This is an optimization exercise on Yosys and OpenROAD, whose aim is small area and a short achievable clock period, not a production implementation. RTL that was checked went through simulation tests only; none was proved equivalent to the original. Power figures rest on the tool's default switching activity, not on a simulated workload.

## run 1
==> flow/design.v (excerpt) <==
module pulse_seq_multi #(
  parameter int unsigned NumCh     = 4,
  parameter int unsigned CntW      = 24,
  parameter int unsigned ScanSteps = 16
) (
  input  logic                          clk,
  input  logic                          rst,
  input  logic                          trig,
  input  logic                          scan_trig,
  input  logic                          cfg_we,
  input  logic [((NumCh > 1) ? $clog2(NumCh) : 1)-1:0] cfg_ch,
  input  logic [1:0]                    cfg_sel,
  input  logic [CntW-1:0]               cfg_data,
  output logic [NumCh-1:0]              pulse,
  output logic                          busy,
  output logic [$clog2(ScanSteps)-1:0]  scan_idx,
  output logic                          overrun
);
  localparam int unsigned ChW  = (NumCh > 1) ? $clog2(NumCh) : 1;
  localparam int unsigned IdxW = $clog2(ScanSteps);
  localparam logic [IdxW-1:0] LastIdx = IdxW'(ScanSteps - 1);
  logic [2:0]       trig_sync_q, scan_sync_q;
  logic             trig_edge_q, scan_edge_q;
  logic [NumCh-1:0] mask_q, act_q, pulse_q, first_q, act_d;
  logic             busy_q;
  logic [IdxW-1:0]  idx_q;
  logic             overrun_q, any_edge, shot, scan_shot, mask_wr, off_clr;
  logic [CntW-1:0]  wdata;
  function automatic logic [CntW:0] add_c(input logic [CntW-1:0] a, input logic [CntW-1:0] b);
    logic [CntW-1:0] g, p, gn, pn;
  ...
make LEC_CHECK=0 CAP_MARGIN=20 CORE_MARGIN=2 CORE_UTILIZATION=40 SETUP_SLACK_MARGIN=2.8 SLEW_MARGIN=20 finish   # period 5.5 ns
run.sh (not shown) runs the stock make flow with config.mk's settings and CLKGATE_MAP_FILE= SYNTH_SCRIPT=/design/flow/synth_recipe.tcl, a recipe that flattens the netlist after the stock synthesis.
The following lists how run 2 was set up differently from run 1:
# run 1
export LEC_CHECK = 0
export CAP_MARGIN = 20
export CORE_MARGIN = 2
export CORE_UTILIZATION = 40
export SETUP_SLACK_MARGIN = 2.8
export SLEW_MARGIN = 20
create_clock -name core_clock -period 5.5 [get_ports {clk}]
# run 2
export LEC_CHECK = 0
export CAP_MARGIN = 20
export CORE_MARGIN = 2
export CORE_UTILIZATION = 40
export CTS_CLUSTER_DIAMETER = 80
export CTS_CLUSTER_SIZE = 20
export SETUP_SLACK_MARGIN = 2.5
export SLEW_MARGIN = 20
create_clock -name core_clock -period 5.5 [get_ports {clk}]
--- outcome ---
- On global-route usage over all layers, the higher figure sits with run 1, not run 2.
- Side by side, relative slew slack turned out lower in run 2 than in run 1.
- Re post-route cell area: run 1 and run 2 aren't equal, and the lower value belongs to run 2.
- Comparing run 1 and run 2, switching part of the total is lower on run 1.
- Going from run 1 to run 2, portion of total power attributed to the clock network decreased 6.7 points, number of global-route vias before repair lost 1052.
- Register share of the cell area delta for run 2 relative to run 1: 2.7 points higher
- The clock insertion delay at the later pin of the skew report of run 2 and that of run 1 are within noise of each other.
- Number of standard cells in the final layout excluding fillers for run 2: 126 down relative to run 1
For run 3, these inputs were changed with respect to run 2:
# run 2
export LEC_CHECK = 0
export CAP_MARGIN = 20
export CORE_MARGIN = 2
export CORE_UTILIZATION = 40
export CTS_CLUSTER_DIAMETER = 80
export CTS_CLUSTER_SIZE = 20
export SETUP_SLACK_MARGIN = 2.5
export SLEW_MARGIN = 20
create_clock -name core_clock -period 5.5 [get_ports {clk}]
# run 3
export LEC_CHECK = 0
export CAP_MARGIN = 20
export CORE_MARGIN = 2
export CORE_UTILIZATION = 40
export SETUP_SLACK_MARGIN = 2.5
export SLEW_MARGIN = 20
create_clock -name core_clock -period 5.5 [get_ports {clk}]
Results
- Per the final summary, run 3 finished and its layout is clean on timing, DRC and antenna.
- Run 3 against run 2: detailed-route via count higher; part of the cycle the worst path needs went up; worst setup slack after layout lower.
## Diff of input files: run 4 against run 3
# run 3
export LEC_CHECK = 0
export CAP_MARGIN = 20
export CORE_MARGIN = 2
export CORE_UTILIZATION = 40
export SETUP_SLACK_MARGIN = 2.5
export SLEW_MARGIN = 20
create_clock -name core_clock -period 5.5 [get_ports {clk}]
# run 4
export LEC_CHECK = 0
export CAP_MARGIN = 20
export CORE_MARGIN = 2
export CORE_UTILIZATION = 40
export SETUP_SLACK_MARGIN = 2.0
export SLEW_MARGIN = 20
create_clock -name core_clock -period 5.5 [get_ports {clk}]
[summary]
Run 4 vs. run 3: post-route total power went down by about 0.7%. Run 4 and run 3 ended up with nearly the same sequential power. The post-route cell area of run 4 was superior to that of run 3. [run 4] post-route fraction of the period consumed by the critical path rose 5.6 points relative to run 3. From run 3 to run 4 the numbers moved as follows: worst hold-check slack barely changed, net switching power of the design decreased by about 1.3% relative to the old numbers. Higher global-route usage among run 4 and run 3: run 3. Re critical path depth: run 3 was higher than run 4. Run 4: post-CTS resize count lower than run 3. Run 4: all stages complete, timing, DRC and antenna checks passed.

---

Another version of the RTL of pulse_seq_multi (not shown whole).
Size in the first run: ~2700 cells after synthesis, roughly 610 flip-flops, about 43 I/O pins, roughly 0.031 sq mm of cells after synthesis.
Settings: LEC_CHECK=0, CAP_MARGIN=20, CORE_MARGIN=2, CORE_UTILIZATION=60, SETUP_SLACK_MARGIN=2.5, SLEW_MARGIN=20; clock period 5.5 ns.
==> next run, changes <==
Settings changed: CORE_UTILIZATION 60 to 40.
=>
- die area went up by 49%
- hold slack is about the same
- power went up by 1.4%
- first-iteration DRC count is lower by 1.4%
- final cell count increases by 10%
- non-clock buffer count shrinks by 14
- design area grows by 0.46%
==> next run, changes <==
Settings changed: SETUP_SLACK_MARGIN 2.5 to 3.0.
Fmax drops by 0.97%.
Wire length climbs by about 7%.
Via count climbs by 2.7%.
No functional check of the RTL was part of any run of this note.

==> separate check: timing with driven ports <==
How much do the figures lean on ideal ports? The routed layouts below were timed once more, with nothing changed but the port constraints. Step 1 assumes that a clkbuf_16 drives the clock port and a buf_2 every other input. Step 2, shift: input delay + t, output delay - t, t = (earliest + latest rising clock arrival at the registers) / 2. This alone moves slack from input paths to output paths. Slacks: ideal ports / drivers / drivers and shift; pairs: ideal ports / drivers.
run | t (ns) | setup slack, ns | clock arrival spread, ns | cell pins on the clock port's net
run 1 | 0.663 | 2.596 / 2.596 / 2.203 | 0.034 / 0.033 | 1
run 2 | 0.653 | 2.518 / 2.518 / 1.964 | 0.037 / 0.037 | 1
run 3 | 0.647 | 2.497 / 2.497 / 1.959 | 0.027 / 0.026 | 1
run 4 | 0.649 | 2.186 / 2.186 / 1.722 | 0.027 / 0.027 | 1
the first run of note 2 | 0.673 | 2.306 / 2.306 / 1.875 | 0.023 / 0.023 | 1
the second run of note 2 | 0.665 | 2.427 / 2.427 / 2.036 | 0.038 / 0.037 | 1
the third run of note 2 | 0.677 | 2.397 / 2.397 / 2.070 | 0.034 / 0.033 | 1
After both steps setup and hold are still met in every run listed. The setup slack of run 2, which loses most, moves by 0.000 ns with the drivers and by -0.554 ns with both steps.
